Background: an optimization exercise with open tools, aiming at small area and a short achievable clock period. Do not read the settings as production practice. Function was checked by simulation only, so behaviour that the tests miss may differ from the original. Power figures rest on the tool's default switching activity, not on a simulated workload.

==> flow/design.v (excerpt) <==
module binomial_pipeline_schedule (
  input  logic                              clk_i,
  input  logic                              rst_ni,
  input  logic                              start_i,
  output logic                              busy_o,
  input  logic                              req_type_i,
  input  logic [bps_pkg::RankBits-1:0]      rank_i,
  input  logic [bps_pkg::StepBits-1:0]      step_i,
  input  logic                              cfg_we_i,
  input  logic [bps_pkg::CfgIdxBits-1:0]    cfg_idx_i,
  input  logic [bps_pkg::CfgDataBits-1:0]   cfg_wdata_i,
  output logic                              valid_o,
  output logic                              transfer_valid_o,
  output logic [bps_pkg::RankBits-1:0]      peer_rank_o,
  output logic [bps_pkg::BlockBits-1:0]     block_index_o,
  output logic [bps_pkg::StepBits-1:0]      forged_index_o
);
Size in the first run: ~300 flip-flops, roughly 110 I/O pins, about 0.014 sq mm of cells after synthesis.
==> flow/config.mk <==
export PLATFORM = sky130hd
export DESIGN_NAME = binomial_pipeline_schedule
export DESIGN_NICKNAME = binomial_pipeline_schedule
export VERILOG_FILES = /design/flow/design.v
export SDC_FILE = /design/flow/constraint.sdc
export NUM_CORES = 4
export LEC_CHECK = 0
export ABC_AREA = 1
export CAP_MARGIN = 20
export CORE_MARGIN = 2
export CORE_UTILIZATION = 40
export CTS_BUF_LIST = sky130_fd_sc_hd__clkbuf_4 sky130_fd_sc_hd__clkbuf_8
export SETUP_SLACK_MARGIN = 4.4
export SLEW_MARGIN = 20
==> flow/constraint.sdc <==
create_clock -name core_clock -period 7.0 [get_ports {clk_i}]
set_input_delay 1.4000 -clock core_clock [delete_from_list [all_inputs] [get_ports {clk_i}]]
set_output_delay 1.4000 -clock core_clock [all_outputs]
set_load 0.01 [all_outputs]
standard.sh (not shown) runs the stock make flow with config.mk's settings and CLKGATE_MAP_FILE= SYNTH_SCRIPT=/design/flow/synth_recipe.tcl, a recipe that flattens the netlist after the stock synthesis.
==> flow/flow/run.sh <==
#!/bin/bash
# The standard ORFS layout with two changes: Yosys's adder-cell mapping is off, so that ABC
# maps the arithmetic together with the rest of the logic, and the port buffers are
# buf_2 cells. Registers and everything else as in standard.sh; each tool's output lands
# in orfs/logs, make's own output in make_finish.log.
set -euo pipefail
cd "$(dirname "$0")/.."
bash standard.sh ADDER_MAP_FILE= "BUFFER_PORTS_ARGS=-buffer_cell sky130_fd_sc_hd__buf_2" finish > make_finish.log 2>&1
Edit:
Settings changed: CTS_BUF_LIST sky130_fd_sc_hd__clkbuf_4 sky130_fd_sc_hd__clkbuf_8 to default, SETUP_SLACK_MARGIN 4.4 to 4.5.
Outcome:
- power goes up by a few percent
- count of clock-buffer cells in the layout goes down by 18
- cell area goes up by a few percent
- first-iteration DRC count goes down slightly
- critical path depth goes up by 5
Edit:
Settings changed: SETUP_SLACK_MARGIN 4.5 to default.
What happened: Global-route usage hardly moves; sequential cell count is unchanged; routed wire length came out lower by 3.0%; hold slack is about the same; clock power stays flat.
Edit:
Settings changed: SETUP_SLACK_MARGIN from default to 4.3.
Cell area rose by about 1.5%.
Clock power hardly moves.
Count of clock-buffer cells in the layout stays the same.
Total power rises by about 1.3%.
Die area is unchanged.
Worst hold slack stays flat.
Via count goes up by about 0.5%.
Cell count grows by about 0.5%.
Wire length goes up by 0.83%.

binomial_pipeline_schedule, a different RTL version from the one above (not shown whole).
Size: about 2100 cells after synthesis, ~300 flip-flops, ~110 I/O pins.
Design binomial_pipeline_schedule, start of the top module:
module binomial_pipeline_schedule (
  input  logic                              clk_i,
  input  logic                              rst_ni,
  input  logic                              start_i,
  output logic                              busy_o,
  input  logic                              req_type_i,
  input  logic [bps_pkg::RankBits-1:0]      rank_i,
  input  logic [bps_pkg::StepBits-1:0]      step_i,
  input  logic                              cfg_we_i,
  input  logic [bps_pkg::CfgIdxBits-1:0]    cfg_idx_i,
  input  logic [bps_pkg::CfgDataBits-1:0]   cfg_wdata_i,
  output logic                              valid_o,
  output logic                              transfer_valid_o,
  output logic [bps_pkg::RankBits-1:0]      peer_rank_o,
  output logic [bps_pkg::BlockBits-1:0]     block_index_o,
  output logic [bps_pkg::StepBits-1:0]      forged_index_o
);
  assign busy_o = 1'b0;
  logic [3:0]  lx_q;
  logic [15:0] bx_q;
  logic        zb_q;
  always_ff @(posedge clk_i or negedge rst_ni) begin
    if (!rst_ni) begin
      lx_q <= 4'd0;
      bx_q <= 16'd0;
      zb_q <= 1'b0;
    end else if (cfg_we_i) begin
      if (cfg_idx_i == 1'b0) begin
        lx_q <= (cfg_wdata_i[3:0] == 4'd0) ? 4'd0 : cfg_wdata_i[3:0] ^ 4'd1;
      end else begin
        bx_q <= cfg_wdata_i ^ 16'd1;
        zb_q <= (cfg_wdata_i == 16'd0);
      end
    end
  end
  logic [3:0]  l_q;
  logic [15:0] b_q;
  logic        zb;
  logic [15:0] last;
  assign l_q  = lx_q ^ 4'd1;
  assign b_q  = bx_q ^ 16'd1;
  assign zb   = zb_q;
  assign last = zb ? 16'd0 : b_q - 16'd1;
  logic v1_q, v2_q, v3_q, v4_q, v5_q;
  always_ff @(posedge clk_i or negedge rst_ni) begin
    if (!rst_ni) begin
      v1_q    <= 1'b0;
      v2_q    <= 1'b0;
      v3_q    <= 1'b0;
      v4_q    <= 1'b0;
      v5_q    <= 1'b0;
      valid_o <= 1'b0;
    end else begin
      v1_q    <= start_i;
      v2_q    <= v1_q;
      v3_q    <= v2_q;
      v4_q    <= v3_q;
      v5_q    <= v4_q;
      valid_o <= v5_q;
    end
  end
  logic        req1_q, req2_q, req3_q;
  ...
clock: 7.0 ns
lec_check: 0
abc_area: 1
cap_margin: 20
core_margin: 2
core_utilization: 40
setup_slack_margin: 4.4
slew_margin: 20
tns_end_percent: 50
Scripts as last shown in full above: flow/flow/run.sh
The starting point finished with timing, DRC and antenna clean.
Change:
PLACE_DENSITY = 0.75   (was unset)
TNS_END_PERCENT = unset   (was 50)
What happened: Wire length rose by 1.6%. Clock-buffer cell count goes up by 8. Non-clock buffer count came out lower by 1. Setup slack improved by 0.042 ns. Global-route usage increases by 0.52 points. Combinational power went up by about 2%. Final area climbs by 0.52%.
Change:
CTS_CLUSTER_SIZE = 25   (was unset)
PLACE_DENSITY = unset   (was 0.75)
=>
- The new run completed with no timing, DRC or antenna violations
- sequential power stays flat
- total power decreases by a few percent
- sequential cell count stays the same
- die area is unchanged
- non-clock buffer count came out higher by 2
Change:
CAP_MARGIN = 5   (was 20)
CTS_CLUSTER_SIZE = unset   (was 25)
SLEW_MARGIN = 5   (was 20)
Result:
- cell count does not change
- cell area does not change
- global-route usage stays the same
- critical path depth is unchanged
- total power does not change
- first-iteration DRC count stays the same
- clock skew does not change
- non-clock buffer count does not change
- maximum frequency does not change
- setup slack stays the same
- sequential power hardly moves

job 101:
binomial_pipeline_schedule again, from the RTL that the note above started with.
// binomial_pipeline_schedule
module binomial_pipeline_schedule (
  input  logic                              clk_i,
  input  logic                              rst_ni,
  input  logic                              start_i,
  output logic                              busy_o,
  input  logic                              req_type_i,
  input  logic [bps_pkg::RankBits-1:0]      rank_i,
  input  logic [bps_pkg::StepBits-1:0]      step_i,
  input  logic                              cfg_we_i,
  input  logic [bps_pkg::CfgIdxBits-1:0]    cfg_idx_i,
  input  logic [bps_pkg::CfgDataBits-1:0]   cfg_wdata_i,
  output logic                              valid_o,
  output logic                              transfer_valid_o,
  output logic [bps_pkg::RankBits-1:0]      peer_rank_o,
  output logic [bps_pkg::BlockBits-1:0]     block_index_o,
  output logic [bps_pkg::StepBits-1:0]      forged_index_o
);
clock: 7.0 ns
lec_check: 0
abc_area: 1
cap_margin: 20
core_margin: 2
core_utilization: 40
setup_slack_margin: 4.3
slew_margin: 20
Scripts as last shown in full above: flow/flow/run.sh
The final layout from job 101, which completed every stage, passed the timing, design-rule and antenna checks at the end of the flow.
Relative to job 101, the following input files were edited for job 102:
- changing SETUP_SLACK_MARGIN from 4.3 to 4.5
[summary]
- Job 102 against job 101: summed area of non-filler cells in the final layout up 3.8%; count of different cell masters after synthesis flat; flip-flop and latch share of the layout cell area down 1.1 points; flip-flop and latch area up about 0.7%; number of logic stages on the critical path including buffering down 12.
- As far as number of standard-cell rows in the floorplan is concerned, job 102 and job 101 perform about the same.
- Higher area growth from synthesis to layout goes to job 102 over job 101.
Setup changes, job 102 to job 103
- swapping 4.5 for 4.45 in SETUP_SLACK_MARGIN
- swapping 40 for 55 in CORE_UTILIZATION
## What came out
Summary of job 103 over job 102: cell count shrank by 132; number of filler instances in the final layout fell 1144; total power lost about 0.6%; share of the clock period used by the worst path -0.24 points; number of instances resized during post-cts repair lost 5.
On portion of total power attributed to the clock network, the higher figure sits with job 103, not job 102.
In the tables for job 103 and job 102, area growth from synthesis to layout reads lower with job 103.
Edits applied to the flow inputs when going from job 103 to job 104:
- CORE_UTILIZATION changed from 55 to 40
- SETUP_SLACK_MARGIN changed from 4.45 to 4.4
==> flow/flow/run.sh <==
#!/bin/bash
# The standard ORFS layout with three changes: Yosys's adder-cell mapping is off, so that
# ABC maps the arithmetic together with the rest of the logic; ABC's area script leaves
# out its buffering and upsizing, which would size every gate for an unreachable delay
# target (placement-time repair sizes the gates instead); and the port buffers are buf_2
# cells. Registers and everything else as in standard.sh; each tool's output lands in
# orfs/logs, make's own output in make_finish.log.
set -euo pipefail
cd "$(dirname "$0")/.."
rm -rf scripts_abc
cp -r "$FLOW_HOME/scripts" scripts_abc
cp flow/abc_area.script scripts_abc/abc_area.script
bash standard.sh ADDER_MAP_FILE= "BUFFER_PORTS_ARGS=-buffer_cell sky130_fd_sc_hd__buf_2" \
  SCRIPTS_DIR="$PWD/scripts_abc" finish > make_finish.log 2>&1
==> flow/flow/abc_area.script (new file) <==
strash
dch
map -B 0.9
topo
stime -c
dnsize -c
Notes after the runs:
Against job 103, job 104 comes in 0.7 points lower on relative contribution of combinational cells to total power.
Job 103 → job 104: detailed-routing iteration count for the pre-antenna-repair pass now sits lower; H-tree depth reported by CTS now sits higher; flip-flop and latch power now sits at about the same level; cell count now sits higher.

-- afterwards: timing with drivers on the ports --
In the flow no input, the clock included, has a driving cell. The finished layouts below were timed again as built, in two steps.
Step 1 sets driving cells, clkbuf_16 on the clock port and buf_2 on the other inputs (assumed; they add their load-dependent delay and slew).
Step 2 adds t to the input delays and takes it off the output delays; t is the mean of the earliest and latest rising clock arrival at the registers after step 1. Input paths then give back, and output paths get back, about the clock's delay inside the block.
a / b / c = ideal ports / drivers / drivers and shift; a / b = the first two.
run	t (ns)	setup slack, ns	hold slack, ns	slew at the worst register clock pin (ns)
the first run of note 1	0.666	4.408 / 4.408 / 4.355	0.316 / 0.316 / 0.316	0.07 / 0.07
the second run of note 1	0.574	4.553 / 4.528 / 4.360	0.306 / 0.306 / 0.306	0.06 / 0.06
the third run of note 1	0.572	4.271 / 4.271 / 4.271	0.306 / 0.306 / 0.306	0.06 / 0.06
the fourth run of note 1	0.572	4.470 / 4.470 / 4.361	0.306 / 0.306 / 0.306	0.06 / 0.06
the first run of note 2	0.631	4.513 / 4.460 / 4.372	0.319 / 0.319 / 0.319	0.07 / 0.07
the second run of note 2	0.584	4.555 / 4.529 / 4.287	0.311 / 0.311 / 0.311	0.06 / 0.06
the third run of note 2	0.631	4.513 / 4.460 / 4.380	0.319 / 0.319 / 0.319	0.07 / 0.07
the fourth run of note 2	0.631	4.513 / 4.460 / 4.380	0.319 / 0.319 / 0.319	0.07 / 0.07
job 101	0.631	4.494 / 4.463 / 4.384	0.319 / 0.319 / 0.319	0.07 / 0.07
job 102	0.631	4.515 / 4.462 / 4.378	0.318 / 0.318 / 0.318	0.07 / 0.07
job 103	0.603	4.532 / 4.507 / 4.488	0.314 / 0.314 / 0.314	0.07 / 0.07
job 104	0.583	4.470 / 4.470 / 4.110	0.314 / 0.314 / 0.314	0.06 / 0.06
After both steps setup and hold are still met in every run listed. For job 104, which loses most, drivers alone change the setup slack by 0.000 ns; drivers and shift together by -0.360 ns.
